This design comes from an exercise in tuning for small area, a short achievable clock period and few clock cycles per item on the open sky130 flow, not from production work.
At most, simulation tests tie the RTL to the original design; equivalence was not proved.
No functional check of the RTL was part of runs 1 and 3 to 5.

===== design/flow/constraint.sdc =====
create_clock -name core_clock -period 10.0 [get_ports {clk}]
set_input_delay 2.0000 -clock core_clock [delete_from_list [all_inputs] [get_ports {clk}]]
set_output_delay 2.0000 -clock core_clock [all_outputs]
set_load 0.01 [all_outputs]

===== design/flow/run.sh =====
#!/bin/bash
# synth_recipe.tcl (not shown) runs the flow's synth.tcl, then flattens the netlist and writes it again
# the make line also repeats each setting of config.mk as NAME=value (left out here)
make -C /OpenROAD-flow-scripts/flow DESIGN_CONFIG=/design/flow/config.mk WORK_HOME=/design/flow/orfs CLKGATE_MAP_FILE= SYNTH_SCRIPT=/design/flow/synth_recipe.tcl finish

===== design/flow/design.v =====
`timescale 1ns / 1ps
package bds_pkg;
  localparam logic [14:0] TolLimReset = 15'd10200;   
  localparam logic [15:0] RatioNone   = 16'hFFFF;
  localparam logic [15:0] RatioUnit   = 16'd10000;
endpackage
`timescale 1ns / 1ps
`timescale 1ns / 1ps
module baud_divisor_search (
  input  logic        clk,
  input  logic        rst,
  input  logic        cfg_we,
  input  logic [13:0] cfg_wdata,
  input  logic        in_valid,
  output logic        in_stall,
  input  logic [24:0] periph_clock,
  input  logic [20:0] wanted_baud,
  output logic        out_valid,
  input  logic        out_stall,
  output logic [11:0] divisor_mantissa,
  output logic signed [3:0] divisor_exponent,
  output logic        double_speed,
  output logic [15:0] deviation,
  output logic        found
);
  typedef enum logic [3:0] {
    S_IDLE, S_QDIV, S_CHK, S_RDIV, S_LOAD, S_MUL, S_RAT, S_UPD, S_SEL, S_FMT, S_OUT
  } state_t;
  state_t      st;
  logic [14:0] tol_lim;      
  logic [24:0] pclk;
  logic [20:0] want;
  logic [25:0] pw;           
  logic signed [5:0] ptr;    
  logic [29:0] qs;           
  logic        qz;           
  logic        neg_n;        
  logic        neg_d;        
  logic signed [4:0] j;
  logic [20:0] dv;           
  logic [20:0] rr;           
  logic [21:0] rq;           
  logic [3:0]  cnt;
  logic        v_n, v_d;     
  logic        eq_n, gt_n, eq_d, gt_d;
  logic        won_n, won_d;  
  logic        pv_n, pv_d;   
  logic        p_even;       
  logic        p_zero;       
  logic [15:0] r_n, r_d;
  logic [12:0] k_n, k_d;
  logic signed [4:0] j_n, j_d;
  logic        dbl, fnd;
  logic [13:0] k;
  logic        k_hi, brk, pos_ok, cv_n, cv_d;
  logic [13:0] lim_n, lim_d;
  always_comb begin
    k      = {1'b0, qs[13:1]} + {13'd0, qs[0]};
    k_hi   = |qs[29:14];
    brk    = (qs == 30'd0) || (qs == 30'd1 && qz);
    pos_ok = !brk && !k_hi && k[13:12] == 2'b00;
    lim_n  = 14'd4094 + (14'd1 << (3'd4 - j[2:0]));
    lim_d  = 14'd4094 + (14'd1 << (3'd3 - j[2:0]));
    if (j >= 5'sd4) cv_n = pos_ok;
    else if (j >= -5'sd3) cv_n = neg_n && !k_hi && k <= lim_n;
    else cv_n = 1'b0;
    if (j >= 5'sd3) cv_d = pos_ok && (j <= 5'sd10);
    else cv_d = neg_d && !k_hi && k <= lim_d;
  end
  logic        in1, in0;
  logic [22:0] trial1, trial0;
  logic [20:0] rr1, rr2;
  logic        q1, q0;
  logic [31:0] prod;
  always_comb begin
    in1    = (st == S_RAT) ? rq[21] : pw[25];
    in0    = (st == S_RAT) ? rq[20] : pw[24];
    trial1 = {1'b0, rr, in1} - {2'b0, dv};
    q1     = !trial1[22];
    rr1    = q1 ? trial1[20:0] : {rr[19:0], in1};
    trial0 = {1'b0, rr1, in0} - {2'b0, dv};
    q0     = !trial0[22];
    rr2    = q0 ? trial0[20:0] : {rr1[19:0], in0};
    prod   = {rr[17:0], rq[21:8]} + {rr[15:0], rq[21:8], 2'b00};
  end
  logic [17:0] b18_n, b18_d;
  logic [1:0]  bb_n, bb_d;
  logic        gt_n_nx, gt_d_nx, eq_n_nx, eq_d_nx, lose;
  always_comb begin
    b18_n   = {2'b00, r_n};
    b18_d   = {2'b00, r_d};
    bb_n    = b18_n[{cnt, 1'b0} +: 2];
    bb_d    = b18_d[{cnt, 1'b0} +: 2];
    gt_n_nx = gt_n || (eq_n && {q1, q0} > bb_n);
    gt_d_nx = gt_d || (eq_d && {q1, q0} > bb_d);
    eq_n_nx = eq_n && {q1, q0} == bb_n;
    eq_d_nx = eq_d && {q1, q0} == bb_d;
    lose    = (!v_n || gt_n) && (!v_d || gt_d);
  end
  logic dup, tie_n, tie_d, win_n, win_d;
  always_comb begin
    dup   = p_even && (!cv_n || pv_n) && (!cv_d || pv_d);
    tie_n = r_n != bds_pkg::RatioNone && j_n < 5'sd4;
    tie_d = r_d != bds_pkg::RatioNone && j_d < 5'sd3;
    if (st == S_CHK) begin
      win_n = cv_n && won_n && tie_n;
      win_d = cv_d && won_d && tie_d;
    end else begin
      win_n = v_n && !gt_n && (!eq_n || tie_n);
      win_d = v_d && !gt_d && (!eq_d || tie_d);
    end
  end
  logic r_lt_w;
  assign r_lt_w = rq < {1'b0, want};
  logic        tol_ok, none;
  logic [15:0] dev;
  logic signed [4:0] e_out;
  logic [12:0] m_out;
  always_comb begin
    tol_ok = r_n <= {1'b0, tol_lim};
    none   = r_n == bds_pkg::RatioNone;
    dev    = r_n - bds_pkg::RatioUnit;
    e_out  = j_n - (dbl ? 5'sd3 : 5'sd4);
    if (!e_out[4]) m_out = k_n - 13'd1;
    else m_out = k_n - (13'd1 << (3'd0 - e_out[2:0]));
  end
  logic adv, adv_even, adv_zero;
  always_comb begin
    adv      = 1'b0;
    adv_even = 1'b0;
    adv_zero = p_zero;
    case (st)
      S_CHK: begin
        if (!(j >= 5'sd3 && brk) && (!(cv_n || cv_d) || dup)) begin
          adv      = 1'b1;
          adv_even = dup && (cv_n || cv_d) && !k[0];
        end
      end
      S_LOAD: begin
        if (rq == '0) begin
          adv      = 1'b1;
          adv_even = !dv[0];
          adv_zero = 1'b1;
        end
      end
      S_RAT: begin
        if (lose) begin
          adv      = 1'b1;
          adv_even = !k[0];
          adv_zero = 1'b0;
        end
      end
      S_UPD: begin
        adv      = 1'b1;
        adv_even = !k[0];
        adv_zero = 1'b0;
      end
      default: ;
    endcase
  end
  always_ff @(posedge clk) begin
    if (rst) begin
      st        <= S_IDLE;
      tol_lim   <= bds_pkg::TolLimReset;
      out_valid <= 1'b0;
    end else begin
      if (cfg_we) tol_lim <= {1'b0, cfg_wdata} + 15'(bds_pkg::RatioUnit);
      case (st)
        S_IDLE, S_OUT: begin
          if (st == S_OUT && !out_stall) begin
            out_valid <= 1'b0;
            st        <= S_IDLE;
          end
          if (in_valid && !in_stall) begin
            pclk   <= periph_clock;
            want   <= wanted_baud;
            dv     <= wanted_baud;
            rr     <= '0;
            pw     <= {periph_clock, 1'b0};
            ptr    <= 6'sd24;
            r_n    <= bds_pkg::RatioNone;
            r_d    <= bds_pkg::RatioNone;
            j      <= -5'sd4;
            p_even <= 1'b0;
            st     <= (wanted_baud == '0) ? S_SEL : S_QDIV;
          end
        end
        S_QDIV: begin
          rr  <= rr2;
          qs  <= {qs[27:0], q1, q0};
          pw  <= {pw[23:0], 2'b00};
          ptr <= ptr - 6'sd2;
          if (ptr == -6'sd4) begin
            qz    <= rr2 == '0;
            neg_n <= |qs[27:7];
            neg_d <= |qs[27:6];
            st    <= S_CHK;
          end
        end
        S_CHK: begin
          v_n <= cv_n;
          v_d <= cv_d;
          dv  <= {8'd0, k[12:0]};
          rr  <= '0;
          rq  <= '0;
          pw  <= j[0] ? {pclk, 1'b0} : {1'b0, pclk};
          ptr <= j[0] ? 6'sd24 : 6'sd25;
          if (j >= 5'sd3 && brk) st <= S_SEL;
          else if ((cv_n || cv_d) && !dup) st <= S_RDIV;
          if (!(j >= 5'sd3 && brk) && (cv_n || cv_d) && dup && !p_zero) begin
            won_n <= win_n;
            won_d <= win_d;
            if (win_n) begin
              k_n <= k[12:0];
              j_n <= j;
            end
            if (win_d) begin
              k_d <= k[12:0];
              j_d <= j;
            end
          end
        end
        S_RDIV: begin
          rr  <= rr2;
          rq  <= {rq[19:0], q1, q0};
          pw  <= {pw[23:0], 2'b00};
          ptr <= ptr - 6'sd2;
          if (ptr == {j[4], j} + 6'sd1) st <= S_LOAD;
        end
        S_LOAD: begin
          if (r_lt_w) begin
            rr <= {13'd0, want[20:14]};
            rq <= {want[13:0], 8'd0};
            dv <= rq[20:0];
          end else begin
            rr <= {13'd0, rq[21:14]};
            rq <= {rq[13:0], 8'd0};
            dv <= want;
          end
          eq_n <= 1'b1;  gt_n <= 1'b0;
          eq_d <= 1'b1;  gt_d <= 1'b0;
          cnt  <= 4'd3;
          if (rq != '0) st <= S_MUL;
        end
        S_MUL: begin
          rr[17:0] <= prod[31:14];
          rq[21:8] <= prod[13:0];
          cnt      <= cnt - 4'd1;
          if (cnt == 4'd0) begin
            cnt <= 4'd8;
            st  <= S_RAT;
          end
        end
        S_RAT: begin
          rr   <= rr2;
          rq   <= {rq[19:0], q1, q0};
          cnt  <= cnt - 4'd1;
          eq_n <= eq_n_nx;  gt_n <= gt_n_nx;
          eq_d <= eq_d_nx;  gt_d <= gt_d_nx;
          if (lose) begin
            won_n <= 1'b0;
            won_d <= 1'b0;
          end else if (cnt == 4'd0) begin
            st <= S_UPD;
          end
        end
        S_UPD: begin
          won_n <= win_n;
          won_d <= win_d;
          if (win_n) begin
            r_n <= rq[15:0];
            k_n <= k[12:0];
            j_n <= j;
          end
          if (win_d) begin
            r_d <= rq[15:0];
            k_d <= k[12:0];
            j_d <= j;
          end
        end
        S_SEL: begin
          dbl <= 1'b0;
          if (!tol_ok && r_d != bds_pkg::RatioNone) begin
            dbl <= 1'b1;
            r_n <= r_d;
            k_n <= k_d;
            j_n <= j_d;
          end
          st <= S_FMT;
        end
        S_FMT: begin
          fnd       <= !none;
          r_n       <= none ? 16'd0 : dev;
          k_n       <= none ? 13'd0 : m_out;
          j_n       <= none ? 5'sd0 : e_out;
          st        <= S_OUT;
          out_valid <= 1'b1;
        end
        default: st <= S_IDLE;
      endcase
      if (adv) begin
        qs     <= qs >> 1;
        qz     <= qz && !qs[0];
        j      <= j + 5'sd1;
        st     <= (j == 5'sd11) ? S_SEL : S_CHK;
        p_even <= adv_even;
        p_zero <= adv_zero;
        pv_n   <= (st == S_CHK) ? cv_n : v_n;
        pv_d   <= (st == S_CHK) ? cv_d : v_d;
      end
    end
  end
  assign in_stall         = !(st == S_IDLE || (st == S_OUT && !out_stall));
  assign divisor_mantissa = k_n[11:0];
  assign divisor_exponent = j_n[3:0];
  assign double_speed     = dbl;
  assign deviation        = r_n;
  assign found            = fnd;
endmodule

===== design/flow/config.mk =====
export PLATFORM = sky130hd
export DESIGN_NAME = baud_divisor_search
export DESIGN_NICKNAME = baud_divisor_search
export VERILOG_FILES = /design/flow/design.v
export SDC_FILE = /design/flow/constraint.sdc
export NUM_CORES = 4
export LEC_CHECK = 0
export ABC_CLOCK_PERIOD_IN_PS = 4000
export CAP_MARGIN = 20
export CORE_MARGIN = 2
export CORE_UTILIZATION = 40
export SLEW_MARGIN = 20

==> results of run 1 <==
synthesized netlist by cell type, types with 11 or more instances:
library cell    n
edfxtp_1      264
ha_1          176
nor2_1        162
a21oi_1       156
o21ai_0       154
nand2_1       152
inv_1         126
mux2i_1        93
clkbuf_1       84
nand3_1        68
xnor2_1        67
xor2_1         45
nor3_1         41
o22ai_1        37
a21o_1         36
mux2_2         36
nand4_1        31
or3_1          30
o211ai_1       29
nand2b_1       26
nor4_1         25
o21a_1         25
dfxtp_1        20
nor2b_1        19
a221oi_1       18
and3_1         18
a22oi_1        17
o221ai_1       15
buf_1          14
o21bai_1       13
a211oi_1       12
and2_1         11
how the worst max path moves through the flow:
stage / from / end / cells past startpoint
after floorplan: j[0]$_SDFFCE_PN0P_ / j_d[0]$_DFFE_PP_ / 18
after global placement: st[2]$_SDFFE_PP0P_ / gt_d$_DFFE_PP_ / 28
after detailed placement: st[2]$_SDFFE_PP0P_ / gt_d$_DFFE_PP_ / 28
after CTS: st[2]$_SDFFE_PP0P_ / gt_d$_DFFE_PP_ / 28
after global routing: st[2]$_SDFFE_PP0P_ / gt_d$_DFFE_PP_ / 28
final: st[2]$_SDFFE_PP0P_ / gt_d$_DFFE_PP_ / 28
logic make-up after synthesis:
family	synth area share, %
DFF	40.1
buffers and inverters	4.34
adders and majority gates	11.1
xor gates and xnor gates	4.73
AOI/OAI and AO/OA	17.7
and+or+nand+nor	14.7
muxes	7.30
layer usage:
layer	up-vias	GRT usage (%)	share of wire [%]
li1	8223	-	-
met1	8417	32.3	45
met2	585	37.3	45
met3	114	3.71	6.5
met4	6	8.97	3.5
met5	-	0	0.053
cell usage in the layout (no fill, tap or decap), types with 13 or more instances in the layout:
master,netlist,final
inv_1,126,125
o21ai_0,154,154
o21a_1,25,24
nor2b_1,19,19
nand4_1,31,31
buf_4,4,33
o22ai_1,37,37
mux2i_1,93,93
o221ai_1,15,15
a21oi_1,156,154
nor3_1,41,39
edfxtp_1,264,264
nor2_1,162,160
o21bai_1,13,13
nand2b_1,26,26
nor4_1,25,25
xor2_1,45,45
clkbuf_16,0,37
nand2_1,152,152
ha_1,176,176
and3_1,18,18
clkdlybuf4s50_1,0,100
xnor2_1,67,67
dfxtp_1,20,19
a221oi_1,18,18
a22oi_1,17,17
mux2_2,36,36
o211ai_1,29,29
or3_1,30,30
a21o_1,36,36
nand3_1,68,68
sequential cells by signal (all words and copies together) (netlist names), 4 cells and up:
| name | cells |
|---|---|
| qs | 30 |
| ptr | 6 |
| cnt | 4 |
| k_n | 12 |
| pw | 26 |
| dv | 21 |
| j_d | 5 |
| k_d | 12 |
| r_d | 16 |
| st | 4 |
| j | 5 |
| tol_lim | 15 |
| rq | 22 |
| j_n | 5 |
| r_n | 16 |
| want | 21 |
| pclk | 25 |
| rr | 21 |
per-stage QoR:
step | util [%] | instance area (um^2) | cells | hold WS (ns)
floorplan | - | 20800 | 2154 | 0.424
global placement | 43.9 | 22500 | 2863 | 0.470
detailed placement | 43.9 | 22500 | 2863 | 0.480
CTS | 46.2 | 23700 | 2926 | 0.490
global route | 46.2 | 23700 | 2926 | 0.511
finish | 46.2 | 23700 | 2926 | 0.485
layout make-up:
class	instances	area, um^2
Fill cell	4845	27600
Multi-Input combinational cell	1638	11600
Sequential cell	284	8330
Timing Repair Buffer	133	1250
Clock buffer	43	948
Tap cell	680	851
Inverter	128	480
Clock inverter	20	234
worst max-delay path: cells and delay by family (launching register included):
| kind | cells | cell delay, ns |
|---|---|---|
| AO/OA/AOI/OAI | 11 | 2.53 |
| AND/OR/NAND/NOR | 8 | 2.29 |
| adder cells (fa/ha/maj) | 4 | 1.20 |
| buffers and inverters | 4 | 1.03 |
| flip-flops | 1 | 0.89 |
| multiplexers | 1 | 0.20 |
==> impl_metrics.py, run 1 <==
metrics = {
    "setup_path": {
        "worst-r2r-cell-count": 28,
        "worstSetupStartpointType": "register",
        "rrSetupSlack_ns": 1.55,
        "timing.critical_path.fanout_max": 23,
        "worstReg2RegStart": "st[2]$_SDFFE_PP0P_",
        "timing.critical_path.required_ns": 10.29,
        "cp.arrival_ns": 8.75,
        "timing.setup.critical_path_class": "reg2reg",
        "worst_setup_path_end_kind": "register",
        "critical_path.slowest_cell": "dfxtp_1",
        "critical_path.max_stage_delay_ns": 0.89,
        "crit-reg2reg-capture": "gt_d$_DFFE_PP_",
    },
    "clock_tree": {
        "ctsResizeCount": 0,
        "cts_post_setup_buffers_inserted": 0,
        "ctsRootBufferMaster": "clkbuf_16",
        "clock_latency_ns": 0.55,
        "clock_sink_count": 284,
        "number_of_buffers_created_by_cts": 36,
        "post_cts_hold_buffer_count": 0,
        "clk_pin_slew_ns": 0.06,
        "clock_tree.htree_level_count": 2,
        "tritoncts": "yes",
        "ctsLongestPathBuffers": 3,
    },
    "floorplan": {
        "io_pins": 101,
        "core_mm2": 0.0513,
        "start_util_pct": 40.5,
        "fp-row-count": 83,
        "die_outline_area_mm2": 0.0537,
        "floorplan.die.height_um": 232,
        "dieWidth_um": 232,
    },
    "placed_design": {
        "dpl.hpwl_mm": 47.9,
        "place_ws_ns": 1.75,
        "port_buffers": 100,
        "place_congestion": 0.922,
    },
    "synth": {
        "avg_synthesized_cell_area_um2": 9.64,
        "postSynthRegisterBits": 284,
        "synth.yosys.seq_area_share_pct": 40.1,
        "post_synth_instance_area_mm2": 0.0208,
        "synthArstFlopShare_pct": 0,
        "synth-edff-count": 264,
        "yosysUniqueCellTypes": 76,
        "yosysWarningCount": 1,
        "mappedNetlistNets": 2400,
        "syn_inst": 2154,
        "postSynth.topFlopCell": "edfxtp_1",
        "yosys.area.top_type": "edfxtp_1",
        "synth.top_cell.area_share_pct": 38.2,
        "ys_top_cells_by_area": "edfxtp_1 (38%), ha_1 (11%), mux2i_1 (4.5%), a21oi_1 (3.8%), o21ai_0 (3.7%)",
    },
    "min_path": {
        "worstHoldEndpoint": "tol_lim[9]$_SDFFE_PP1P_",
        "worst_hold_path_type": "reg2reg",
        "hold_path_startpoint": "tol_lim[9]$_SDFFE_PP1P_",
        "worst_hold_path.num_cells": 2,
    },
    "sta": {
        "clock-skew-final_ns": 0.0353,
        "rsz0062_at_grt": "no",
        "final_critical_path_setup_slack_ns": 1.55,
        "timing.slew.headroom_pct": 17.5,
        "max_transition_viols_final": 0,
        "final.setup.tns_ns": 0,
        "timing.final.setup_violations": 0,
        "layout_min_cycle_time_ns": 8.45,
        "max_freq_mhz": 118,
        "finalCritPeriodShare_pct": 84.5,
        "final_hold_vios": 0,
        "worst-slew-pin-transition_ns": 1.21,
    },
    "global_route": {
        "grt_pass1_wl_mm": 98.4,
        "grt_max_degree": 69,
        "grt_util_all_layers_pct": 23.6,
        "grt_residual_overflow": 0,
        "first_global_vias": 16700,
        "initial_antenna_violation_count": 3,
    },
    "run": {
        "max_cap_viol_count": 0,
    },
    "run_status": {
        "outcome": "finished clean",
    },
    "finish": {
        "num_antenna_cells": 0,
        "numnets_final": 2467,
        "drive_above_1_share_pct": 7.21,
        "syn_to_layout_area_delta_pct": 14.1,
    },
    "routing": {
        "avgViaCountPerCell": 5.93,
        "count_of_tritonroute_iterations_in_the_first_routing_pass": 5,
        "drt_wl_total_mm": 63.8,
        "drc": 0,
        "drtAntennaViolNets": 0,
        "routed_wire_per_std_cell_um": 21.8,
        "dr.first_iter.drc_count": 1441,
        "num_vias": 17300,
    },
}
==> run 2, diff against run 1 <==
--- a/design/flow/design.v
+++ b/design/flow/design.v
@@ -96,5 +96,5 @@
     eq_n_nx = eq_n && {q1, q0} == bb_n;
     eq_d_nx = eq_d && {q1, q0} == bb_d;
-    lose    = (!v_n || gt_n) && (!v_d || gt_d);
+    lose    = (!v_n || gt_n_nx) && (!v_d || gt_d_nx);
   end
   logic dup, tie_n, tie_d, win_n, win_d;
--- a/design/flow/config.mk
+++ b/design/flow/config.mk
@@ -6,5 +6,4 @@
 export NUM_CORES = 4
 export LEC_CHECK = 0
-export ABC_CLOCK_PERIOD_IN_PS = 4000
 export CAP_MARGIN = 20
 export CORE_MARGIN = 2
==> run 2 against run 1 <==
Effect of this change: still clean on timing, DRC and antenna; area after synthesis decreased by 0.83%; setup slack lost 0.23 ns; sequential share of layout area grew 0.18 points; design area is 0.49% lower; first-iteration DRC count up 9.7%; clock-buffer cell count increased by 12; maximum frequency shrank 2.7%; cell count shrank 1.0%; via count decreased by 3.0%.
==> impl_metrics.py, run 2 <==
metrics = {
    "run_status": {
        "outcome": "finished clean",
    },
    "synth": {
        "yosys.area.top_type": "edfxtp_1",
        "postSynthRegisterBits": 284,
        "postSynth.topFlopCell": "edfxtp_1",
        "yosysUniqueCellTypes": 79,
        "count_leader_synth": "edfxtp_1",
        "avg_synthesized_cell_area_um2": 9.77,
        "syn_inst": 2107,
        "mappedNetlistNets": 2352,
        "synth.yosys.seq_area_share_pct": 40.4,
        "ys_top_cells_by_area": "edfxtp_1 (39%), ha_1 (11%), mux2i_1 (4.8%), o21ai_0 (4.1%), a21oi_1 (3.1%)",
        "synthArstFlopShare_pct": 0,
        "synth-edff-count": 264,
        "synthTopCellsByCount": "edfxtp_1 (264), ha_1 (175), o21ai_0 (170), nand2_1 (164), nor2_1 (142)",
        "yosysWarningCount": 1,
        "synth.top_cell.area_share_pct": 38.5,
        "post_synth_instance_area_mm2": 0.0206,
    },
    "clock_tree": {
        "cts_post_setup_buffers_inserted": 0,
        "clock_latency_ns": 0.57,
        "ctsRootBufferMaster": "clkbuf_16",
        "ctsResizeCount": 0,
        "tritoncts": "yes",
        "ctsLongestPathBuffers": 3,
        "clk_pin_slew_ns": 0.06,
        "clock_sink_count": 284,
        "post_cts_hold_buffer_count": 0,
        "clock_tree.htree_level_count": 2,
        "number_of_buffers_created_by_cts": 36,
    },
    "sta": {
        "final_critical_path_setup_slack_ns": 1.31,
        "final.setup.tns_ns": 0,
        "timing.slew.headroom_pct": 27.9,
        "clock-skew-final_ns": 0.0309,
        "layout_min_cycle_time_ns": 8.69,
        "worst-slew-pin-transition_ns": 1.08,
        "timing.final.setup_violations": 0,
        "rsz0062_at_grt": "no",
        "final_hold_vios": 0,
        "finalCritPeriodShare_pct": 86.9,
        "max_transition_viols_final": 0,
        "max_freq_mhz": 115,
    },
    "setup_path": {
        "critical_path.slowest_cell": "dfxtp_1",
        "timing.critical_path.required_ns": 10.36,
        "worstSetupStartpointType": "register",
        "critical_path.max_stage_delay_ns": 0.94,
        "timing.critical_path.fanout_max": 27,
        "path_buf_inv": 2,
        "cp.arrival_ns": 9.04,
        "critical_path.top_delay_family": "compound AO/OA/AOI/OAI gates",
        "worst_setup_path_end_kind": "register",
        "timing.setup.critical_path_class": "reg2reg",
        "cp_num_cells": 30,
        "crit_top_cell": "a21oi_1",
        "worst-r2r-cell-count": 30,
    },
    "finish": {
        "largest_register_ffs": 30,
        "layout_common_cells": "edfxtp_1 (264), ha_1 (175), o21ai_0 (170)",
        "reg.largest.list": "qs x30, pw x26, pclk x25",
        "finalCoreUtilization_pct": 46.1,
        "numnets_final": 2433,
        "layout.filler_cells": 4800,
        "max_flop_register": "qs",
        "drive_above_1_share_pct": 8.58,
        "syn_to_layout_area_delta_pct": 14.5,
        "area.sequential_mm2": 0.00833,
        "multi_input_area_mm2": 0.0115,
        "final_common_cell": "edfxtp_1",
        "layoutNonFillerInstCount": 2896,
    },
    "floorplan": {
        "fp-row-count": 83,
        "start_util_pct": 40.3,
        "core_mm2": 0.0511,
        "io_pins": 101,
        "die_outline_area_mm2": 0.0533,
        "dieWidth_um": 231,
        "floorplan.die.height_um": 231,
    },
    "min_path": {
        "worst_hold_path.num_cells": 2,
        "worst_hold_path_type": "reg2reg",
    },
    "placed_design": {
        "place_congestion": 0.914,
        "port_buffers": 100,
        "place_ws_ns": 1.53,
        "dpl.hpwl_mm": 45.9,
        "place_inst": 2829,
    },
    "routing": {
        "avgViaCountPerCell": 5.81,
        "routed_wire_per_std_cell_um": 21.3,
        "drc": 0,
        "num_vias": 16800,
        "drtAntennaViolNets": 0,
        "dr.first_iter.drc_count": 1581,
        "count_of_tritonroute_iterations_in_the_first_routing_pass": 5,
        "drt_wl_total_mm": 61.8,
    },
    "global_route": {
        "first_global_vias": 16500,
        "grt_residual_overflow": 0,
        "grt_util_all_layers_pct": 23.1,
        "initial_antenna_violation_count": 2,
        "grt_pass1_wl_mm": 96.4,
        "grt_max_degree": 73,
    },
    "run": {
        "max_cap_viol_count": 0,
    },
}
[run 2: cell count changes after synthesis, sizes merged, moves of 15 or more]
| cell | previous run | this run |
|---|---|---|
| a21oi | 156 | 129 |
| nor2 | 162 | 142 |
| or3 | 30 | 10 |
| o21ai | 155 | 172 |
| o211ai | 29 | 13 |
| clkbuf | 84 | 69 |
[run 2: path summary, 6_finish.rpt]
path | start | to | slack [ns]
hold reg to reg | tol_lim[10]$_SDFFE_PP1P_ | tol_lim[10]$_SDFFE_PP1P_ | 0.49
setup / recovery | st[3]$_SDFFE_PP0P_ | qz$_DFFE_PP_ | 1.31
setup reg to reg | st[3]$_SDFFE_PP0P_ | qz$_DFFE_PP_ | 1.31
hold / removal | tol_lim[10]$_SDFFE_PP1P_ | tol_lim[10]$_SDFFE_PP1P_ | 0.49
[run 2: per-layer routing]
layer  GRT usage [%]  share of wire (%)  vias up
li1                -                  -     8036
met1            31.5                 45     8208
met2            37.8                 47      498
met3            3.05                5.2       79
met4            7.42                2.9        2
met5               0              0.021        -
[run 2: logic make-up after synthesis]
logic type / count (synthesis) / synth area share [%]
AOI/OAI and AO/OA: 563 / 17.4
xor gates and xnor gates: 115 / 4.89
adders and majority gates: 180 / 11.1
buffers and inverters: 217 / 4.11
DFF: 284 / 40.4
muxes: 146 / 7.86
and+or+nand+nor: 602 / 14.2
[run 2: area by class of cell]
type                    instances  share of cell area (%)
flip-flops and latches        284                    35.3
clock inverters                10                   0.340
well taps                     680                    3.61
clock buffers                  55                    4.48
inverters                     123                    1.96
multi-input cells            1606                    48.8
diodes                          1                  0.0106
repair buffers                137                    5.44
[run 2: tightest hold or removal path, stage by stage, from the launching register on]
cell and delay [ns]:
dfxtp_1 0.29, inv_1 0.07, o211ai_1 0.08
[run 2: through the flow]
| step | area (um^2) | hold WS (ns) |
|---|---|---|
| 6_report | 23600 | 0.489 |
| 4_1_cts | 23500 | 0.490 |
| 2_1_floorplan | 20600 | 0.424 |
| 3_5_place_dp | 22400 | 0.469 |
| 3_3_place_gp | 22400 | 0.466 |
| 5_1_grt | 23600 | 0.513 |
Testbench counts of run 2, summed over its fixed seeds: cycles 44,741, items 288.
==> run 3, diff against run 2 <==
--- a/design/flow/design.v
+++ b/design/flow/design.v
@@ -42,4 +42,6 @@
   logic [21:0] rq;           
   logic [3:0]  cnt;
+  logic        rat;          
+  logic        cmp;          
   logic        v_n, v_d;     
   logic        eq_n, gt_n, eq_d, gt_d;
@@ -74,6 +76,6 @@
   logic [31:0] prod;
   always_comb begin
-    in1    = (st == S_RAT) ? rq[21] : pw[25];
-    in0    = (st == S_RAT) ? rq[20] : pw[24];
+    in1    = rat ? rq[21] : pw[25];
+    in0    = rat ? rq[20] : pw[24];
     trial1 = {1'b0, rr, in1} - {2'b0, dv};
     q1     = !trial1[22];
@@ -82,19 +84,20 @@
     q0     = !trial0[22];
     rr2    = q0 ? trial0[20:0] : {rr1[19:0], in0};
-    prod   = {rr[17:0], rq[21:8]} + {rr[15:0], rq[21:8], 2'b00};
+    prod   = {rr[17:0], rq[21:8]} + {rr[14:0], rq[21:8], 3'b000} +
+             {rr[13:0], rq[21:8], 4'b0000};
   end
-  logic [17:0] b18_n, b18_d;
+  logic [19:0] b20_n, b20_d;
   logic [1:0]  bb_n, bb_d;
   logic        gt_n_nx, gt_d_nx, eq_n_nx, eq_d_nx, lose;
   always_comb begin
-    b18_n   = {2'b00, r_n};
-    b18_d   = {2'b00, r_d};
-    bb_n    = b18_n[{cnt, 1'b0} +: 2];
-    bb_d    = b18_d[{cnt, 1'b0} +: 2];
-    gt_n_nx = gt_n || (eq_n && {q1, q0} > bb_n);
-    gt_d_nx = gt_d || (eq_d && {q1, q0} > bb_d);
-    eq_n_nx = eq_n && {q1, q0} == bb_n;
-    eq_d_nx = eq_d && {q1, q0} == bb_d;
-    lose    = (!v_n || gt_n_nx) && (!v_d || gt_d_nx);
+    b20_n   = {4'b0000, r_n};
+    b20_d   = {4'b0000, r_d};
+    bb_n    = b20_n[{cnt + 4'd1, 1'b0} +: 2];
+    bb_d    = b20_d[{cnt + 4'd1, 1'b0} +: 2];
+    gt_n_nx = gt_n || (cmp && eq_n && rq[1:0] > bb_n);
+    gt_d_nx = gt_d || (cmp && eq_d && rq[1:0] > bb_d);
+    eq_n_nx = eq_n && (!cmp || rq[1:0] == bb_n);
+    eq_d_nx = eq_d && (!cmp || rq[1:0] == bb_d);
+    lose    = (!v_n || gt_n) && (!v_d || gt_d);
   end
   logic dup, tie_n, tie_d, win_n, win_d;
@@ -107,6 +110,6 @@
       win_d = cv_d && won_d && tie_d;
     end else begin
-      win_n = v_n && !gt_n && (!eq_n || tie_n);
-      win_d = v_d && !gt_d && (!eq_d || tie_d);
+      win_n = v_n && !gt_n_nx && (!eq_n_nx || tie_n);
+      win_d = v_d && !gt_d_nx && (!eq_d_nx || tie_d);
     end
   end
@@ -183,4 +186,5 @@
             j      <= -5'sd4;
             p_even <= 1'b0;
+            rat    <= 1'b0;
             st     <= (wanted_baud == '0) ? S_SEL : S_QDIV;
           end
@@ -240,5 +244,6 @@
           eq_n <= 1'b1;  gt_n <= 1'b0;
           eq_d <= 1'b1;  gt_d <= 1'b0;
-          cnt  <= 4'd3;
+          cmp  <= 1'b0;
+          cnt  <= 4'd1;
           if (rq != '0) st <= S_MUL;
         end
@@ -249,4 +254,5 @@
           if (cnt == 4'd0) begin
             cnt <= 4'd8;
+            rat <= 1'b1;
             st  <= S_RAT;
           end
@@ -256,4 +262,5 @@
           rq   <= {rq[19:0], q1, q0};
           cnt  <= cnt - 4'd1;
+          cmp  <= 1'b1;
           eq_n <= eq_n_nx;  gt_n <= gt_n_nx;
           eq_d <= eq_d_nx;  gt_d <= gt_d_nx;
@@ -262,5 +269,6 @@
             won_d <= 1'b0;
           end else if (cnt == 4'd0) begin
-            st <= S_UPD;
+            rat <= 1'b0;
+            st  <= S_UPD;
           end
         end
@@ -300,4 +308,5 @@
       endcase
       if (adv) begin
+        rat    <= 1'b0;
         qs     <= qs >> 1;
         qz     <= qz && !qs[0];
--- a/design/flow/config.mk
+++ b/design/flow/config.mk
@@ -6,6 +6,8 @@
 export NUM_CORES = 4
 export LEC_CHECK = 0
+export ABC_CLOCK_PERIOD_IN_PS = 4500
 export CAP_MARGIN = 20
 export CORE_MARGIN = 2
 export CORE_UTILIZATION = 40
+export SETUP_SLACK_MARGIN = 5
 export SLEW_MARGIN = 20
==> run 3 against run 2 <==
Effect of this change: clock-buffer cell count is 10 lower; sequential cell count is 2 higher; first-iteration DRC count is 24% lower; sequential share of layout area is 3.1 points lower; critical path type unchanged.
==> impl_metrics.py, run 3 <==
metrics = {
    "finish": {
        "drive_above_1_share_pct": 14.5,
        "max_flop_register": "qs",
        "largest_register_ffs": 30,
        "final_design_area_no_fill_mm2": 0.0260,
        "final_common_cell": "edfxtp_1",
        "numnets_final": 2610,
        "reg.largest.list": "qs x30, pw x26, pclk x25",
        "layout.filler_cells": 4892,
        "layout_common_cells": "edfxtp_1 (266), ha_1 (169), nand2_1 (158)",
        "layoutNonFillerInstCount": 3047,
        "syn_to_layout_area_delta_pct": 21.0,
    },
    "synth": {
        "avg_synthesized_cell_area_um2": 9.79,
        "ys_top_cells_by_area": "edfxtp_1 (37%), ha_1 (11%), mux2i_1 (3.9%), a21oi_1 (3.3%), fa_1 (3.0%)",
        "syn_inst": 2192,
        "yosysWarningCount": 1,
        "synth_adder_area_share_pct": 13.6,
        "synthArstFlopShare_pct": 0,
        "multiplexer_share_of_the_synthesized_area_pct": 6.49,
        "yosys.area_share.simple_pct": 13.9,
        "mappedNetlistNets": 2471,
        "postSynthRegisterBits": 286,
        "count_leader_synth": "edfxtp_1",
        "post_synth_instance_area_mm2": 0.0215,
        "synth.yosys.seq_area_share_pct": 39.1,
        "postSynth.topFlopCell": "edfxtp_1",
        "synthTopCellsByCount": "edfxtp_1 (266), ha_1 (182), nand2_1 (166), inv_1 (156), nor2_1 (155)",
        "parity_gate_share_of_the_synthesized_area_counting_xor_and_xnor_cells_pct": 4.28,
        "yosys.area.top_type": "edfxtp_1",
        "synth-edff-count": 266,
        "dominant_combinational_cell_family_by_area_after_synthesis": "compound AO/OA/AOI/OAI gates",
        "synth.top_cell.area_share_pct": 37.2,
        "yosysUniqueCellTypes": 83,
        "fraction_of_the_mapped_netlist_area_in_compound_gates_pct": 18.0,
    },
    "routing": {
        "avgViaCountPerCell": 5.89,
        "count_of_tritonroute_iterations_in_the_first_routing_pass": 8,
        "routed_wire_per_std_cell_um": 21.8,
        "num_vias": 17900,
        "dr.first_iter.drc_count": 1196,
        "drt_wl_total_mm": 66.5,
        "drtAntennaViolNets": 0,
        "drc": 0,
    },
    "placed_design": {
        "post_dp_cell_area_mm2": 0.0233,
        "place_inst": 2910,
        "place_congestion": 0.920,
        "dpl.hpwl_mm": 48.3,
        "port_buffers": 100,
    },
    "floorplan": {
        "floorplan.die.height_um": 236,
        "die_outline_area_mm2": 0.0555,
        "start_util_pct": 40.7,
        "io_pins": 101,
        "dieWidth_um": 236,
        "core_mm2": 0.0528,
        "fp-row-count": 84,
    },
    "setup_path": {
        "timing.setup.critical_path_class": "reg2reg",
        "timing.critical_path.required_ns": 10.40,
        "rrSetupSlack_ns": 4.55,
        "worstReg2RegStart": "rat$_SDFFCE_PP0P_",
        "worst-r2r-cell-count": 24,
        "crit-reg2reg-capture": "qz$_DFFE_PP_",
        "cp.arrival_ns": 5.85,
        "worst_setup_path_end_kind": "register",
        "critical_path.max_stage_delay_ns": 0.42,
        "timing.critical_path.cells": "mux2i_4, ha_2, inv_2, fa_2, a211oi_4, o21ai_2, and3_4, o21ai_4, buf_6, nand3_4, mux2_4, ha_1, nand2_1, a21oi_2, nor2b_1, a311o_1, o211ai_2, buf_4, nand3_4, buf_6, a211o_1, a221oi_2, nand4_1, o21ai_1",
        "timing.critical_path.fanout_max": 5,
        "critical_path.slowest_cell": "edfxtp_1",
        "worstSetupStartpointType": "register",
    },
    "sta": {
        "final.setup.tns_ns": 0,
        "clock-skew-final_ns": 0.0221,
        "worst_hold_slack_ns": 0.489,
        "worst-slew-pin-transition_ns": 1.26,
        "rsz0062_at_grt": "yes",
        "timing.final.setup_violations": 0,
        "max_freq_mhz": 183,
        "max_transition_viols_final": 0,
        "finalCritPeriodShare_pct": 54.5,
        "layout_min_cycle_time_ns": 5.45,
        "final_hold_vios": 0,
        "timing.slew.headroom_pct": 15.5,
    },
    "clock_tree": {
        "tritoncts": "yes",
        "clock_sink_count": 286,
        "clock_latency_ns": 0.55,
        "ctsRootBufferMaster": "clkbuf_16",
        "number_of_buffers_created_by_cts": 35,
        "ctsLongestPathBuffers": 3,
        "clock_tree.htree_level_count": 2,
        "post_cts_hold_buffer_count": 0,
        "clk_pin_slew_ns": 0.06,
    },
    "global_route": {
        "first_global_vias": 17700,
        "grt_pass1_wl_mm": 103,
        "initial_antenna_violation_count": 2,
        "grt_residual_overflow": 0,
        "grt_util_all_layers_pct": 23.5,
        "grt_max_degree": 78,
    },
    "min_path": {
        "worst_hold_path_type": "reg2reg",
        "worstHoldEndpoint": "tol_lim[7]$_SDFFE_PP1P_",
        "worst_hold_path.num_cells": 2,
        "hold_path_startpoint": "tol_lim[7]$_SDFFE_PP1P_",
    },
    "run": {
        "max_cap_viol_count": 0,
    },
    "run_status": {
        "outcome": "finished clean",
    },
}
==> run 3: cell types whose count changed in the layout (fill, tap and decap cells not counted), sizes merged, moves of 12 or more <==
cell	change
fa	+27
a21oi	+14
or2	-17
inv	+32
mux2i	-15
buf	+57
o21ai	-42
a211oi	+12
nor2	+14
==> run 3: area by class of cell <==
class / count / area [um^2] / share of cell area (%)
multi-input cells: 1655 / 13000 / 50.0
flip-flops and latches: 286 / 8390 / 32.3
repair buffers: 195 / 1890 / 7.28
clock buffers: 45 / 966 / 3.72
well taps: 688 / 861 / 3.31
inverters: 158 / 593 / 2.28
clock inverters: 19 / 280 / 1.08
diodes: 1 / 2.50 / 0.00963
==> run 3: worst max-delay path: cells and delay by family (launching register included) <==
family          cells  cell delay (ns)
compound gates      9             2.06
fa+ha+maj           3             0.90
simple gates        6             0.74
mux                 2             0.64
buf+inv             4             0.53
flops               1             0.42
==> run 3: kinds of logic after synthesis <==
kind of cell	after synthesis
adders and majority gates	214
DFF	286
AOI/OAI and AO/OA	588
and+or+nand+nor	618
muxes	125
buffers and inverters	256
xor gates and xnor gates	105
==> run 3: worst max-delay path by stage <==
stage | start | to | slack [ns] | cells past startpoint
5_1_grt | rat$_SDFFCE_PP0P_ | qz$_DFFE_PP_ | 4.34 | 23
2_1_floorplan | rq[21]$_DFFE_PP_ | qz$_DFFE_PP_ | 4.91 | 24
3_5_place_dp | rq[21]$_DFFE_PP_ | rr[1]$_DFFE_PP_ | 3.39 | 21
4_1_cts | rat$_SDFFCE_PP0P_ | qz$_DFFE_PP_ | 4.59 | 25
6_report | rat$_SDFFCE_PP0P_ | qz$_DFFE_PP_ | 4.55 | 24
3_3_place_gp | rq[21]$_DFFE_PP_ | rr[1]$_DFFE_PP_ | 3.42 | 21
==> run 3: what timing repair did <==
action | in CTS | in global routing
setup endpoints to repair | 147 | 130
setup buffers | 57 | 7
hold endpoints to repair | 0 | 0
resized for setup | 132 | 53
cloned | 6 | 1
pin swaps | 29 | 16
==> run 3: metrics by stage <==
stage,util (%),worst slack (ns)
after floorplan,-,4.91
after global placement,44.2,3.42
after detailed placement,44.2,3.39
after CTS,48.6,4.59
after global routing,49.2,4.34
final,49.2,4.55
==> run 3: per-layer routing <==
metal / up-vias / share of wire (%) / track usage [%]
li1: 8515 / - / -
met1: 8716 / 43 / 30.9
met2: 565 / 47 / 38.6
met3: 141 / 5.6 / 3.81
met4: 0 / 4.0 / 9.59
met5: - / 0 / 0
==> run 4, diff against run 3 <==
--- a/design/flow/config.mk
+++ b/design/flow/config.mk
@@ -6,5 +6,4 @@
 export NUM_CORES = 4
 export LEC_CHECK = 0
-export ABC_CLOCK_PERIOD_IN_PS = 4500
 export CAP_MARGIN = 20
 export CORE_MARGIN = 2
==> run 4 against run 3 <==
Effect of this change: still clean; first-iteration DRC count did not move; via count did not move; critical path depth unchanged; routed wire length did not move; global-route usage unchanged; non-clock buffer count did not move; core utilization unchanged; synthesized cell count did not move.
==> impl_metrics.py, run 4 <==
metrics = {
    "run_status": {
        "outcome": "finished clean",
    },
    "synth": {
        "ys_top_cells_by_area": "edfxtp_1 (37%), ha_1 (11%), mux2i_1 (3.9%), a21oi_1 (3.3%), fa_1 (3.0%)",
        "fraction_of_the_mapped_netlist_area_in_compound_gates_pct": 18.0,
        "synth_adder_area_share_pct": 13.6,
        "multiplexer_share_of_the_synthesized_area_pct": 6.49,
        "synth-edff-count": 266,
        "yosysWarningCount": 1,
        "mappedNetlistNets": 2471,
        "yosys.area_share.simple_pct": 13.9,
        "count_leader_synth": "edfxtp_1",
        "parity_gate_share_of_the_synthesized_area_counting_xor_and_xnor_cells_pct": 4.28,
        "post_synth_instance_area_mm2": 0.0215,
        "synth.yosys.seq_area_share_pct": 39.1,
        "syn_inst": 2192,
        "synthArstFlopShare_pct": 0,
        "dominant_combinational_cell_family_by_area_after_synthesis": "compound AO/OA/AOI/OAI gates",
        "postSynthRegisterBits": 286,
        "synth.top_cell.area_share_pct": 37.2,
        "postSynth.topFlopCell": "edfxtp_1",
        "avg_synthesized_cell_area_um2": 9.79,
        "yosys.area.top_type": "edfxtp_1",
        "yosysUniqueCellTypes": 83,
        "synthTopCellsByCount": "edfxtp_1 (266), ha_1 (182), nand2_1 (166), inv_1 (156), nor2_1 (155)",
    },
    "setup_path": {
        "critical_path.top_delay_family": "compound AO/OA/AOI/OAI gates",
        "worstReg2RegStart": "rat$_SDFFCE_PP0P_",
        "critical_path.max_stage_delay_ns": 0.42,
        "worst_setup_path_end_kind": "register",
        "critical_path.slowest_cell": "edfxtp_1",
        "timing.critical_path.required_ns": 10.40,
        "timing.critical_path.fanout_max": 5,
        "cp.arrival_ns": 5.85,
        "path_buf_inv": 4,
        "cp_num_cells": 24,
        "timing.setup.critical_path_class": "reg2reg",
        "crit_path_start": "rat$_SDFFCE_PP0P_",
        "worst-r2r-cell-count": 24,
        "timing.critical_path.cells": "mux2i_4, ha_2, inv_2, fa_2, a211oi_4, o21ai_2, and3_4, o21ai_4, buf_6, nand3_4, mux2_4, ha_1, nand2_1, a21oi_2, nor2b_1, a311o_1, o211ai_2, buf_4, nand3_4, buf_6, a211o_1, a221oi_2, nand4_1, o21ai_1",
        "worstSetupStartpointType": "register",
    },
    "finish": {
        "final_common_cell": "edfxtp_1",
        "layout_common_cells": "edfxtp_1 (266), ha_1 (169), nand2_1 (158)",
        "largest_register_ffs": 30,
        "syn_to_layout_area_delta_pct": 21.0,
        "layoutNonFillerInstCount": 3047,
        "layout.filler_cells": 4892,
        "numnets_final": 2610,
        "final_design_area_no_fill_mm2": 0.0260,
        "max_flop_register": "qs",
        "reg.largest.list": "qs x30, pw x26, pclk x25",
        "finalCoreUtilization_pct": 49.2,
        "drive_above_1_share_pct": 14.5,
    },
    "clock_tree": {
        "clock_tree.htree_level_count": 2,
        "ctsLongestPathBuffers": 3,
        "clock_sink_count": 286,
        "clock_latency_ns": 0.55,
        "number_of_buffers_created_by_cts": 35,
        "ctsRootBufferMaster": "clkbuf_16",
        "tritoncts": "yes",
        "clk_pin_slew_ns": 0.06,
        "post_cts_hold_buffer_count": 0,
    },
    "routing": {
        "num_vias": 17900,
        "wirelength_met1_mm": 28.9,
        "count_of_tritonroute_iterations_in_the_first_routing_pass": 8,
        "drtAntennaViolNets": 0,
        "dr.max_layer_used": "met4",
        "met3_length_mm": 3.72,
        "wl_met2_mm": 31.2,
        "avgViaCountPerCell": 5.89,
        "routed_wire_per_std_cell_um": 21.8,
        "dr.first_iter.drc_count": 1196,
        "drc": 0,
        "drt_wl_total_mm": 66.5,
    },
    "floorplan": {
        "dieWidth_um": 236,
        "core_mm2": 0.0528,
        "die_outline_area_mm2": 0.0555,
        "fp-row-count": 84,
        "start_util_pct": 40.7,
        "io_pins": 101,
        "floorplan.die.height_um": 236,
    },
    "sta": {
        "max_freq_mhz": 183,
        "timing.slew.headroom_pct": 15.5,
        "final.setup.tns_ns": 0,
        "worst_hold_slack_ns": 0.489,
        "worst-slew-pin-transition_ns": 1.26,
        "layout_min_cycle_time_ns": 5.45,
        "max_transition_viols_final": 0,
        "final_critical_path_setup_slack_ns": 4.55,
        "clock-skew-final_ns": 0.0221,
        "rsz0062_at_grt": "yes",
        "final_hold_vios": 0,
        "finalCritPeriodShare_pct": 54.5,
        "timing.final.setup_violations": 0,
    },
    "placed_design": {
        "post_dp_cell_area_mm2": 0.0233,
        "place_ws_ns": 3.39,
        "dpl.hpwl_mm": 48.3,
        "place_inst": 2910,
        "place_congestion": 0.920,
        "port_buffers": 100,
    },
    "global_route": {
        "initial_antenna_violation_count": 2,
        "grt_pass1_wl_mm": 103,
        "grt_util_all_layers_pct": 23.5,
        "grt_max_degree": 78,
        "grt_residual_overflow": 0,
        "first_global_vias": 17700,
    },
    "min_path": {
        "worst_hold_path.num_cells": 2,
        "worst_hold_path_type": "reg2reg",
        "hold_path_startpoint": "tol_lim[7]$_SDFFE_PP1P_",
    },
    "run": {
        "max_cap_viol_count": 0,
    },
}
run 4: worst paths after layout:
kind	end	slack [ns]
setup reg to reg	qz$_DFFE_PP_	4.55
hold / removal	tol_lim[7]$_SDFFE_PP1P_	0.49
setup / recovery	qz$_DFFE_PP_	4.55
hold reg to reg	tol_lim[7]$_SDFFE_PP1P_	0.49
run 4: per-layer routing:
metal  vias up  track usage (%)
met2       565             38.6
met3       141             3.81
met4         0             9.59
met5         -                0
met1      8716             30.9
li1       8515                -
run 4: logic make-up (layout without fill, tap and decap cells):
logic type | count (synthesis) | in the layout
buf+inv | 256 | 417
compound gates | 588 | 588
flops | 286 | 286
other cells | 0 | 1
fa+ha+maj | 214 | 214
mux | 125 | 125
xor+xnor | 105 | 105
simple gates | 618 | 623
run 4: tightest hold or removal path, cell delays in order (launching register included):
cell	delay, ns
dfxtp_1	0.30
inv_1	0.07
o211ai_1	0.07
run 4: cell type report:
class / instances / area (um^2) / area share [%]
multi-input combinational: 1655 / 13000 / 50.0
sequential: 286 / 8390 / 32.3
timing repair buffer: 195 / 1890 / 7.28
clock buffer: 45 / 966 / 3.72
tap: 688 / 861 / 3.31
inverter: 158 / 593 / 2.28
clock inverter: 19 / 280 / 1.08
antenna: 1 / 2.50 / 0.00963
run 4: timing repair:
action | CTS | global route
setup endpoints to repair | 147 | 130
pin swaps | 29 | 16
buffers inserted | 57 | 7
resized for setup | 132 | 53
gates cloned | 6 | 1
==> run 5, diff against run 4 <==
--- a/design/flow/design.v
+++ b/design/flow/design.v
@@ -42,5 +42,4 @@
   logic [21:0] rq;           
   logic [3:0]  cnt;
-  logic        rat;          
   logic        cmp;          
   logic        v_n, v_d;     
@@ -55,10 +54,12 @@
   logic        dbl, fnd;
   logic [13:0] k;
+  logic        qz_c;         
   logic        k_hi, brk, pos_ok, cv_n, cv_d;
   logic [13:0] lim_n, lim_d;
   always_comb begin
+    qz_c   = (st == S_CHK && j == -5'sd4) ? (rr == '0) : qz;
     k      = {1'b0, qs[13:1]} + {13'd0, qs[0]};
     k_hi   = |qs[29:14];
-    brk    = (qs == 30'd0) || (qs == 30'd1 && qz);
+    brk    = (qs == 30'd0) || (qs == 30'd1 && qz_c);
     pos_ok = !brk && !k_hi && k[13:12] == 2'b00;
     lim_n  = 14'd4094 + (14'd1 << (3'd4 - j[2:0]));
@@ -76,6 +77,6 @@
   logic [31:0] prod;
   always_comb begin
-    in1    = rat ? rq[21] : pw[25];
-    in0    = rat ? rq[20] : pw[24];
+    in1    = pw[25];
+    in0    = pw[24];
     trial1 = {1'b0, rr, in1} - {2'b0, dv};
     q1     = !trial1[22];
@@ -84,6 +85,6 @@
     q0     = !trial0[22];
     rr2    = q0 ? trial0[20:0] : {rr1[19:0], in0};
-    prod   = {rr[17:0], rq[21:8]} + {rr[14:0], rq[21:8], 3'b000} +
-             {rr[13:0], rq[21:8], 4'b0000};
+    prod   = {rr[17:0], pw[25:12]} + {rr[14:0], pw[25:12], 3'b000} +
+             {rr[13:0], pw[25:12], 4'b0000};
   end
   logic [19:0] b20_n, b20_d;
@@ -99,5 +100,5 @@
     eq_n_nx = eq_n && (!cmp || rq[1:0] == bb_n);
     eq_d_nx = eq_d && (!cmp || rq[1:0] == bb_d);
-    lose    = (!v_n || gt_n) && (!v_d || gt_d);
+    lose    = (!v_n || gt_n_nx) && (!v_d || gt_d_nx);
   end
   logic dup, tie_n, tie_d, win_n, win_d;
@@ -186,5 +187,4 @@
             j      <= -5'sd4;
             p_even <= 1'b0;
-            rat    <= 1'b0;
             st     <= (wanted_baud == '0) ? S_SEL : S_QDIV;
           end
@@ -196,5 +196,4 @@
           ptr <= ptr - 6'sd2;
           if (ptr == -6'sd4) begin
-            qz    <= rr2 == '0;
             neg_n <= |qs[27:7];
             neg_d <= |qs[27:6];
@@ -203,4 +202,5 @@
         end
         S_CHK: begin
+          qz  <= qz_c;
           v_n <= cv_n;
           v_d <= cv_d;
@@ -235,9 +235,9 @@
           if (r_lt_w) begin
             rr <= {13'd0, want[20:14]};
-            rq <= {want[13:0], 8'd0};
+            pw <= {want[13:0], 12'd0};
             dv <= rq[20:0];
           end else begin
             rr <= {13'd0, rq[21:14]};
-            rq <= {rq[13:0], 8'd0};
+            pw <= {rq[13:0], 12'd0};
             dv <= want;
           end
@@ -249,10 +249,9 @@
         end
         S_MUL: begin
-          rr[17:0] <= prod[31:14];
-          rq[21:8] <= prod[13:0];
+          rr[17:0]  <= prod[31:14];
+          pw[25:12] <= prod[13:0];
           cnt      <= cnt - 4'd1;
           if (cnt == 4'd0) begin
             cnt <= 4'd8;
-            rat <= 1'b1;
             st  <= S_RAT;
           end
@@ -261,4 +260,5 @@
           rr   <= rr2;
           rq   <= {rq[19:0], q1, q0};
+          pw   <= {pw[23:0], 2'b00};
           cnt  <= cnt - 4'd1;
           cmp  <= 1'b1;
@@ -269,5 +269,4 @@
             won_d <= 1'b0;
           end else if (cnt == 4'd0) begin
-            rat <= 1'b0;
             st  <= S_UPD;
           end
@@ -308,7 +307,6 @@
       endcase
       if (adv) begin
-        rat    <= 1'b0;
         qs     <= qs >> 1;
-        qz     <= qz && !qs[0];
+        qz     <= qz_c && !qs[0];
         j      <= j + 5'sd1;
         st     <= (j == 5'sd11) ? S_SEL : S_CHK;
--- a/design/flow/config.mk
+++ b/design/flow/config.mk
@@ -9,4 +9,4 @@
 export CORE_MARGIN = 2
 export CORE_UTILIZATION = 40
-export SETUP_SLACK_MARGIN = 5
+export SETUP_SLACK_MARGIN = 4
 export SLEW_MARGIN = 20
==> run 5 against run 4 <==
Effect of this change: cell count down 5.7%; die area down 2.0%; routed wire length down 7.0%; via count down 6.3%; sequential cell count down 1; sequential share of layout area up 2.4 points; highest routed layer unchanged.
==> impl_metrics.py, run 5 <==
metrics = {
    "global_route": {
        "grt_util_all_layers_pct": 22.3,
        "first_global_vias": 16400,
        "grt_residual_overflow": 0,
        "grt_pass1_wl_mm": 94.3,
        "initial_antenna_violation_count": 2,
        "grt_max_degree": 58,
    },
    "sta": {
        "layout_min_cycle_time_ns": 5.74,
        "final_hold_vios": 0,
        "timing.slew.headroom_pct": 31.7,
        "rsz0062_at_grt": "yes",
        "worst-slew-pin-transition_ns": 1.02,
        "clock-skew-final_ns": 0.0253,
        "timing.final.setup_violations": 0,
        "max_freq_mhz": 174,
        "max_transition_viols_final": 0,
        "finalCritPeriodShare_pct": 57.4,
        "final.setup.tns_ns": 0,
        "worst_hold_slack_ns": 0.491,
    },
    "setup_path": {
        "cp.arrival_ns": 6.05,
        "critical_path.slowest_cell": "edfxtp_1",
        "crit-reg2reg-capture": "rr[19]$_SDFFCE_PP0P_",
        "timing.critical_path.cells": "inv_1, ha_1, inv_1, fa_1, a21oi_2, o2111ai_1, a2111oi_4, buf_4, o32ai_2, a31o_4, o21ai_0, inv_1, ha_1, nor2b_1, o31ai_2, a221oi_2, o21ai_1, o21ai_0, o211ai_1, o21bai_1, a21oi_1, xnor2_1, a31o_2",
        "cp_num_cells": 23,
        "crit_top_cell": "inv_1",
        "rrSetupSlack_ns": 4.26,
        "timing.critical_path.fanout_max": 18,
        "critical_path.top_delay_family": "compound AO/OA/AOI/OAI gates",
        "critical_path.max_stage_delay_ns": 0.50,
        "worstReg2RegStart": "pw[25]$_DFFE_PP_",
        "path_buf_inv": 4,
        "worstSetupStartpointType": "register",
        "timing.setup.critical_path_class": "reg2reg",
        "worst-r2r-cell-count": 23,
        "worst_setup_path_end_kind": "register",
        "timing.critical_path.required_ns": 10.31,
    },
    "finish": {
        "num_antenna_cells": 0,
        "final_common_cell": "edfxtp_1",
        "reg.largest.list": "qs x30, pw x26, pclk x25",
        "final_design_area_no_fill_mm2": 0.0241,
        "layout.filler_cells": 4834,
        "max_flop_register": "qs",
        "multi_input_area_mm2": 0.0119,
        "numnets_final": 2431,
        "area.sequential_mm2": 0.00836,
        "layout_common_cells": "edfxtp_1 (265), ha_1 (174), nand2_1 (146)",
        "drive_above_1_share_pct": 8.75,
        "syn_to_layout_area_delta_pct": 14.4,
        "largest_register_ffs": 30,
    },
    "clock_tree": {
        "clock_sink_count": 285,
        "clock_tree.htree_level_count": 2,
        "ctsLongestPathBuffers": 3,
        "ctsRootBufferMaster": "clkbuf_16",
        "tritoncts": "yes",
        "clk_pin_slew_ns": 0.06,
        "clock_latency_ns": 0.57,
        "number_of_buffers_created_by_cts": 34,
    },
    "routing": {
        "drtAntennaViolNets": 0,
        "num_vias": 16800,
        "dr.first_iter.drc_count": 1509,
        "routed_wire_per_std_cell_um": 21.5,
        "count_of_tritonroute_iterations_in_the_first_routing_pass": 6,
        "drt_wl_total_mm": 61.8,
        "drc": 0,
        "avgViaCountPerCell": 5.85,
    },
    "floorplan": {
        "die_outline_area_mm2": 0.0544,
        "start_util_pct": 40.2,
        "io_pins": 101,
        "dieWidth_um": 233,
        "core_mm2": 0.0522,
        "fp-row-count": 84,
        "floorplan.die.height_um": 233,
    },
    "synth": {
        "postSynth.topFlopCell": "edfxtp_1",
        "synthTopCellsByCount": "edfxtp_1 (265), ha_1 (174), nand2_1 (146), inv_1 (143), nor2_1 (138)",
        "count_leader_synth": "edfxtp_1",
        "ys_top_cells_by_area": "edfxtp_1 (38%), ha_1 (10%), mux2i_1 (3.4%), o21ai_0 (3.3%), fa_1 (3.0%)",
        "syn_inst": 2073,
        "yosys.area.top_type": "edfxtp_1",
        "post_synth_instance_area_mm2": 0.0210,
        "synth.yosys.seq_area_share_pct": 39.8,
        "mappedNetlistNets": 2344,
        "synth.top_cell.area_share_pct": 37.9,
        "synth-edff-count": 265,
        "avg_synthesized_cell_area_um2": 10.1,
        "postSynthRegisterBits": 285,
        "yosysUniqueCellTypes": 89,
        "yosysWarningCount": 1,
        "synthArstFlopShare_pct": 0,
    },
    "run": {
        "max_cap_viol_count": 0,
    },
    "placed_design": {
        "place_congestion": 0.931,
        "port_buffers": 100,
        "post_dp_cell_area_mm2": 0.0227,
        "dpl.hpwl_mm": 45.2,
    },
    "run_status": {
        "outcome": "finished clean",
    },
    "min_path": {
        "worst_hold_path.num_cells": 2,
        "worstHoldEndpoint": "tol_lim[11]$_SDFFE_PP0P_",
        "hold_path_startpoint": "tol_lim[11]$_SDFFE_PP0P_",
        "worst_hold_path_type": "reg2reg",
    },
}
-- run 5: cell types whose count changed in the layout (fill, tap and decap cells not counted), moves of 9 or more --
cell      delta
xnor2_1     +13
ha_4         -9
buf_6       -23
mux2i_4      -9
o21ai_0     +20
a21oi_2     -10
or2_2       +17
nand2_1     -12
nand3_1     -13
a221oi_1    +12
buf_4       -33
a21oi_1     -21
o22ai_1     -24
-- run 5: repair_timing --
item                                   in CTS  in global routing
resized for setup                           7                 10
setup buffers                               0                  7
hold buffers                                0                  0
setup endpoints to repair                  22                123
gates cloned                                1                  3
pin swaps                                   0                  4
endpoints found under the hold margin       0                  0
-- run 5: how the worst max path moves through the flow --
stage	from	end	slack [ns]
finish	pw[25]$_DFFE_PP_	rr[19]$_SDFFCE_PP0P_	4.26
detailed placement	pw[25]$_DFFE_PP_	rr[1]$_DFFE_PP_	3.56
floorplan	j[0]$_SDFFCE_PN0P_	r_n[0]$_DFFE_PP_	4.02
global placement	pw[25]$_DFFE_PP_	rr[19]$_SDFFCE_PP0P_	3.70
global route	pw[25]$_DFFE_PP_	rr[19]$_SDFFCE_PP0P_	3.94
CTS	pw[25]$_DFFE_PP_	rr[19]$_SDFFCE_PP0P_	4.01
-- run 5: area by class of cell --
| cell class | instances | share of cell area [%] |
|---|---|---|
| clock inverter | 18 | 0.988 |
| sequential | 285 | 34.7 |
| timing repair buffer | 134 | 5.32 |
| inverter | 145 | 2.26 |
| multi-input combinational | 1560 | 49.4 |
| clock buffer | 42 | 3.74 |
| tap | 688 | 3.58 |
-- run 5: worst register-to-register path: stages, from the launching register on --
cell	delay, ns
edfxtp_1	0.50
inv_1	0.10
ha_1	0.15
inv_1	0.05
fa_1	0.42
a21oi_2	0.21
o2111ai_1	0.25
a2111oi_4	0.34
buf_4	0.20
o32ai_2	0.15
a31o_4	0.36
o21ai_0	0.34
inv_1	0.13
ha_1	0.29
nor2b_1	0.19
o31ai_2	0.11
a221oi_2	0.36
o21ai_1	0.20
o21ai_0	0.34
o211ai_1	0.19
o21bai_1	0.16
a21oi_1	0.09
xnor2_1	0.13
a31o_2	0.24
-- run 5: through the flow --
stage                     worst slack [ns]  std cells  utilization (%)
final                                 4.26       2872             46.1
after global routing                  3.94       2872             46.1
after CTS                             4.01       2861             45.8
after detailed placement              3.56       2800             43.5
after global placement                3.70       2800             43.5
after floorplan                       4.02       2073                -
-- run 5: cell families after synthesis --
| group | synth area share (%) |
|---|---|
| compound gates | 17.0 |
| xor+xnor | 4.83 |
| fa+ha+maj | 13.4 |
| buf+inv | 4.58 |
| flops | 39.8 |
| mux | 6.34 |
| simple gates | 14.0 |
-- run 5: metal layers --
layer	track usage, %	vias to the layer above	share of wire, %
met4	6.39	0	2.6
li1	-	7911	-
met5	0	-	0
met2	36.5	520	47
met1	30.6	8274	45
met3	3.17	103	5.5

## port drivers added, routing unchanged
How much do the figures lean on ideal ports? The routed layouts below were timed once more, with nothing changed but the port constraints. Step 1 (the two cells are an assumption about what drives the block):
set clk [get_ports {clk}]
set_driving_cell -lib_cell sky130_fd_sc_hd__clkbuf_16 $clk
set_driving_cell -lib_cell sky130_fd_sc_hd__buf_2 [delete_from_list [all_inputs] $clk]
Step 2 also shifts input and output timing later by t, the mid clock arrival at the registers, as if the neighbouring blocks saw the same clock. Slacks: no drivers / after step 1 / after step 2; pairs: no drivers / after step 1.
run	t, ns	setup WS [ns]	worst data-port slew with drivers (ns)
run 1	0.591	1.546 / 1.546 / 1.546	0.10
run 2	0.609	1.313 / 1.313 / 1.313	0.08
run 3	0.598	4.550 / 4.550 / 4.550	0.07
run 4	0.598	4.550 / 4.550 / 4.550	0.07
run 5	0.618	4.262 / 4.262 / 4.262	0.05
After both steps setup and hold are still met in every run listed.
